This is an optimization exercise on Yosys and OpenROAD, whose aim is small area, a short achievable clock period and few clock cycles, not a production implementation.
At most, simulation tests tie the RTL to the original design; equivalence was not proved.
Power and IR drop assume default switching activity.

==> inputs of 06-19 <==
==> flow/design.v (excerpt) <==
module postfix_to_load_op_code #(
    parameter int STACK_DEPTH = ptl_pkg::STACK_DEPTH_DEF
) (
    input  wire logic       clk,
    input  wire logic       rst_n,
    input  wire logic       in_valid,
    output logic            in_stall,
    input  wire logic [7:0] symbol,
    input  wire logic       is_end,
    output logic            out_valid,
    input  wire logic       out_stall,
    output logic [3:0]      kind,
    output logic [7:0]      first_operand,
    output logic [7:0]      second_operand,
    output logic [7:0]      temp_number,
    output logic            stack_empty,
    output logic            last
);
make LEC_CHECK=0 CAP_MARGIN=20 CORE_MARGIN=2 CORE_UTILIZATION=40 SETUP_SLACK_MARGIN=1.5 SLEW_MARGIN=20 finish   # period 4.4 ns
run.sh (not shown) runs the stock make flow with config.mk's settings and CLKGATE_MAP_FILE= SYNTH_SCRIPT=/design/flow/synth_recipe.tcl, a recipe that flattens the netlist after the stock synthesis.
==> 04-17: changes against 06-19 <==
SETUP_SLACK_MARGIN = unset   (was 1.5)
==> out/results.tsv <==
stage	metric	value	unit
layout	final non-filler cell area	16080	µm²
clocking	Post-CTS Resized	0	
setup_path	Crit path arrival time	2.52	ns
global_routing	met2 Usage GRT	0.2104	
global_routing	grt met1 use	0.1900	
setup_path	crit-path leading delay family	simple AND/OR/NAND/NOR gates	
status	status	complete, no violations	
setup_path	Critical Path Fanout Max	19	
power	Int Pwr	8274	µW
the above is filed under 04-17

==> out/results.tsv <==
stage	metric	value	unit
status	status	complete, no violations	
clocking	Post-CTS Resized	28	
global_routing	grt met1 use	0.2003	
setup_path	Critical Path Fanout Max	6	
power	Int Pwr	8530	µW
global_routing	met2 Usage GRT	0.2049	
the above is filed under 06-19

Testbench counts of 06-19, summed over its fixed seeds: cycles 24,938.
Testbench counts of 04-17, summed over its fixed seeds: cycles 24,938.

---

==> v19 <==
postfix_to_load_op_code, a different RTL version from the one above (not shown whole).
export LEC_CHECK = 0
export CAP_MARGIN = 20
export CORE_MARGIN = 2
export CORE_UTILIZATION = 40
export SETUP_SLACK_MARGIN = 2.5
export SLEW_MARGIN = 20
create_clock -name core_clock -period 4.4 [get_ports {clk}]
==> inputs of v38, as changes to v19 <==
--- a/flow/design.v
+++ b/flow/design.v
@@ -163,70 +163,43 @@
         else
             b_main = ptl_pkg::M_BADIN;
         if (!can_take || halt_reg)
         begin
             do_push = 1'b0;
             do_pop  = 1'b0;
         end
     end
-    logic cnt_top1, cnt_two;
-    assign cnt_top1 = (cnt_reg == CNT_W'(STACK_DEPTH - 1));
-    assign cnt_two  = (cnt_reg == CNT_W'(2));
-    logic [CNT_W-1:0] cnt_inc, cnt_dec;
-    logic [CNT_W-1:0] low_ones, low_zeros;
-    always_comb
-    begin
-        low_ones[0]  = 1'b1;
-        low_zeros[0] = 1'b1;
-        for (int i = 1; i < CNT_W; i++)
-        begin
-            low_ones[i]  = low_ones[i-1] & cnt_reg[i-1];
-            low_zeros[i] = low_zeros[i-1] & !cnt_reg[i-1];
-        end
-        cnt_inc = cnt_reg ^ low_ones;
-        cnt_dec = cnt_reg ^ low_zeros;
-    end
     always_comb
     begin
         cnt_next = cnt_reg;
         if (do_push)
-            cnt_next = cnt_inc;
+            cnt_next = cnt_reg + 1'b1;
         else if (do_pop)
-            cnt_next = cnt_dec;
+            cnt_next = cnt_reg - 1'b1;
     end
     always_ff @(posedge clk or negedge rst_n)
     begin
         if (!rst_n)
         begin
             cnt_reg  <= '0;
             full_reg <= 1'b0;
             lt2_reg  <= 1'b1;
             zero_reg <= 1'b1;
             one_reg  <= 1'b0;
             pend_reg <= 1'b0;
             halt_reg <= 1'b0;
         end
         else
         begin
             cnt_reg  <= cnt_next;
-            if (do_push)
-            begin
-                full_reg <= cnt_top1;
-                lt2_reg  <= zero_reg;
-                zero_reg <= 1'b0;
-                one_reg  <= zero_reg;
-            end
-            else if (do_pop)
-            begin
-                full_reg <= 1'b0;
-                lt2_reg  <= lt2_reg || cnt_two;
-                zero_reg <= one_reg;
-                one_reg  <= cnt_two;
-            end
+            full_reg <= (cnt_next == CNT_W'(STACK_DEPTH));
+            lt2_reg  <= (cnt_next < CNT_W'(2));
+            zero_reg <= (cnt_next == '0);
+            one_reg  <= (cnt_next == CNT_W'(1));
             if (can_take && !halt_reg)
             begin
                 pend_reg <= (b_main == ptl_pkg::M_OP);
                 if (b_main != ptl_pkg::M_NONE && b_main != ptl_pkg::M_OP && b_main != ptl_pkg::M_END)
                     halt_reg <= 1'b1;
             end
         end
     end
@@ -278,115 +251,72 @@
             top0 = raw0;
             top1 = raw1;
         end
     end
     logic       c_valid, f_valid;
     logic       c_store, f_store;
     logic [2:0] c_main,  f_main;
     logic [1:0] c_op,    f_op;
-    logic [4:0] f_a, f_b;
-    logic [4:0] o_first, o_second, o_hid;
-    logic [4:0] nf, ns, nh, la, lb;
-    logic [7:0] o_temp, tcnt_go;
+    logic [4:0] c_a,     f_a;
+    logic [4:0] c_b,     f_b;
     logic       c_empty, f_empty;
     logic [1:0] c_ph;                
     logic [7:0] tcnt_reg;
     logic       n_valid, n_store;
     logic [2:0] n_main;
     logic [1:0] n_op, n_ph;
     logic       n_empty;
     logic [3:0] p_kind;
-    logic       p_sec, p_last, p_emp, p_opnd;
+    logic       p_sa, p_sb, p_sec, p_st, p_last, p_emp, p_opnd;
     logic [3:0] q_kind;
     logic       q_sa, q_sb, q_sec, q_st, q_last, q_emp;
-    logic       c_adv, c_hold, c_load_f, c_load_new, f_load_new;
-    logic       g_done, g_free, g_load_f, g_load_new;
+    logic       c_adv, c_done, c_load_f, c_load_new, f_load_new;
     assign c_adv      = c_valid && !out_stall;
-    assign c_hold     = c_valid && out_stall;
-    assign g_done     = c_valid && p_last;
-    assign g_free     = !c_valid || g_done;
-    assign slot_free  = !f_valid || !c_valid || (g_done && !out_stall);
-    assign g_load_f   = f_valid && g_free;
-    assign g_load_new = head_valid && needs_slot && !f_valid && g_free;
-    assign c_load_f   = g_load_f && !c_hold;
-    assign c_load_new = g_load_new && !c_hold;
+    assign c_done     = c_adv && p_last;
+    assign slot_free  = !f_valid || c_done || !c_valid;
+    assign c_load_f   = f_valid && (c_done || !c_valid);
+    assign c_load_new = b_new && !f_valid && (c_done || !c_valid);
     assign f_load_new = b_new && !c_load_new;
     always_comb
     begin
         n_valid = c_valid;
         n_store = c_store;
         n_main  = c_main;
         n_op    = c_op;
         n_ph    = c_ph;
         n_empty = c_empty;
-        if (g_load_f)
+        if (c_load_f)
         begin
             n_valid = 1'b1;
             n_store = f_store;
             n_main  = f_main;
             n_op    = f_op;
             n_ph    = '0;
             n_empty = f_empty;
         end
-        else if (g_load_new)
+        else if (c_load_new)
         begin
             n_valid = 1'b1;
             n_store = b_store;
             n_main  = b_main;
             n_op    = head_item[1:0];
             n_ph    = '0;
             n_empty = empty_now;
         end
-        else if (g_done)
+        else if (c_done)
             n_valid = 1'b0;
-        else if (c_valid)
+        else if (c_adv)
         begin
             if (c_store)
                 n_store = 1'b0;
             else
                 n_ph = c_ph + 1'b1;
         end
     end
-    assign la = g_load_f ? f_a : top0;
-    assign lb = g_load_f ? f_b : top1;
-    always_comb
-    begin
-        nf = o_first;
-        ns = o_second;
-        nh = o_hid;
-        if (g_load_f || g_load_new)
-        begin
-            nf = q_sa ? la : 5'd0;
-            ns = 5'd0;
-            nh = lb;
-        end
-        else if (c_valid)
-        begin
-            if (c_store)
-            begin
-                if (c_main != ptl_pkg::M_OP)
-                    nf = 5'd0;
-            end
-            else if (c_main == ptl_pkg::M_OP)
-            begin
-                if (c_ph == 2'd0)
-                begin
-                    nf = o_hid;
-                    nh = o_first;
-                end
-                else if (c_ph == 2'd1)
-                begin
-                    nf = o_hid;
-                    ns = o_first;
-                end
-            end
-        end
-    end
-    assign tcnt_go = (c_valid && p_sec && tcnt_reg != 8'hFF) ? tcnt_reg + 1'b1 : tcnt_reg;
     always_comb
     begin
         q_kind = ptl_pkg::KIND_LOAD;
         q_sa   = 1'b0;
         q_sb   = 1'b0;
         q_sec  = 1'b0;
         q_st   = 1'b0;
         q_emp  = 1'b0;
@@ -423,32 +353,38 @@
                 ptl_pkg::M_BADIN:   q_kind = ptl_pkg::KIND_BADIN;
                 ptl_pkg::M_OVF:     q_kind = ptl_pkg::KIND_OVF;
                 default:            ;
             endcase
         end
     end
     always_ff @(posedge clk)
     begin
-        if (!c_hold)
+        c_store <= n_store;
+        c_main  <= n_main;
+        c_op    <= n_op;
+        c_ph    <= n_ph;
+        c_empty <= n_empty;
+        p_kind  <= q_kind;
+        p_sa    <= q_sa;
+        p_sb    <= q_sb;
+        p_opnd  <= q_sa || q_sb;
+        p_sec   <= q_sec;
+        p_st    <= q_st;
+        p_last  <= q_last;
+        p_emp   <= q_emp;
+        if (c_load_f)
+        begin
+            c_a <= f_a;
+            c_b <= f_b;
+        end
+        else if (c_load_new)
         begin
-            c_store <= n_store;
-            c_main  <= n_main;
-            c_op    <= n_op;
-            c_ph    <= n_ph;
-            c_empty <= n_empty;
-            p_kind  <= q_kind;
-            p_opnd   <= q_sa || q_sb;
-            p_sec    <= q_sec;
-            p_last   <= q_last;
-            p_emp    <= q_emp;
-            o_first  <= nf;
-            o_second <= ns;
-            o_hid    <= nh;
-            o_temp   <= q_st ? tcnt_go : 8'd0;
+            c_a <= top0;
+            c_b <= top1;
         end
         if (f_load_new)
         begin
             f_store <= b_store;
             f_main  <= b_main;
             f_op    <= head_item[1:0];
             f_a     <= top0;
             f_b     <= top1;
@@ -460,31 +396,30 @@
         if (!rst_n)
         begin
             c_valid  <= 1'b0;
             f_valid  <= 1'b0;
             tcnt_reg <= '0;
         end
         else
         begin
-            if (!c_hold)
-                c_valid <= n_valid;
+            c_valid <= n_valid;
             if (f_load_new)
                 f_valid <= 1'b1;
             else if (c_load_f)
                 f_valid <= 1'b0;
             if (c_adv && p_sec && tcnt_reg != 8'hFF)
                 tcnt_reg <= tcnt_reg + 1'b1;
         end
     end
     assign out_valid      = c_valid;
     assign kind           = p_kind;
-    assign first_operand  = {1'b0, p_opnd, 1'b0, o_first};
-    assign second_operand = {1'b0, p_sec, 1'b0, o_second};
-    assign temp_number    = o_temp;
+    assign first_operand  = {1'b0, p_opnd, 1'b0, ({5{p_sa}} & c_a) | ({5{p_sb}} & c_b)};
+    assign second_operand = {1'b0, p_sec, 1'b0, {5{p_sec}} & c_b};
+    assign temp_number    = {8{p_st}} & tcnt_reg;
     assign stack_empty    = p_emp;
     assign last           = p_last;
 endmodule
 `default_nettype wire
 `default_nettype none
 module postfix_to_load_op_code #(
     parameter int STACK_DEPTH = ptl_pkg::STACK_DEPTH_DEF
 ) (
Settings changed: SETUP_SLACK_MARGIN 2.5 to 1.5.
==> results.ini <==
[outcome]
outcome = finished clean

[worst_setup_path]
r2r-start = u_front.q0_reg[6]
path_max_fanout = 11
required_ns = 4.83

[layout]
multi_input_area_share_pct = 31.1
num-multi-input-gates = 612

[clock_tree]
clk-insertion-delay-late_ns = 0.55

[drt]
vias_per_cell = 6.30
met1_length_um = 13400
drt_iter0_markers = 1992

[sta]
fin_skew_ns = 0.0213
slew_headroom_pct = 26.3

[power]
leakagePower_nw = 7.66

the above is filed under v38

==> results.ini <==
[layout]
seq_area_sq_um = 9370
fillCellCount = 3340
multi_input_area_share_pct = 30.8
num-multi-input-gates = 620

[worst_setup_path]
r2r-start = u_front.q0_reg[5]
path_max_fanout = 4

[clock_tree]
clk-insertion-delay-late_ns = 0.56
root_buffer = clkbuf_16
cts_buffers = 44

[outcome]
outcome = finished clean

[drt]
met1_length_um = 14100
drt_iter0_markers = 2039

[floorplan]
initial_core_util_pct = 40.4

[global_routing]
overflow = 0

[sta]
fin_skew_ns = 0.0277

[power]
leakagePower_nw = 6.62
clkPwrFrac_pct = 31.7

[placed_design]
dp.cells = 1623

the above is filed under v19

Testbench counts of v19, summed over its fixed seeds: cycles 24,938.
Function not checked in v38: the RTL went through the layout flow alone.

==> re-timing with driven ports <==
How much do the figures lean on ideal ports? The routed layouts below were timed once more, with nothing changed but the port constraints.
Step 1, drivers: a clkbuf_16 drives clk and a buf_2 each remaining input, both assumed.
Step 2 also shifts input and output timing later by t, the mid clock arrival at the registers, as if the neighbouring blocks saw the same clock.
Three values: no drivers, after step 1, after step 2; two values: the first two.
run	shift t [ns]	setup slack, ns	worst data-port slew with drivers (ns)	pins driven straight from the clock port
06-19	0.571	1.543 / 1.492 / 1.253	0.03	1
04-17	0.561	1.001 / 0.951 / 1.218	0.04	1
v19	0.597	2.000 / 2.000 / 1.815	0.03	1
v38	0.585	1.458 / 1.475 / 0.891	0.03	1
After both steps setup and hold are still met in every run listed. For v38, which loses most, drivers alone change the setup slack by +0.017 ns; drivers and shift together by -0.567 ns.
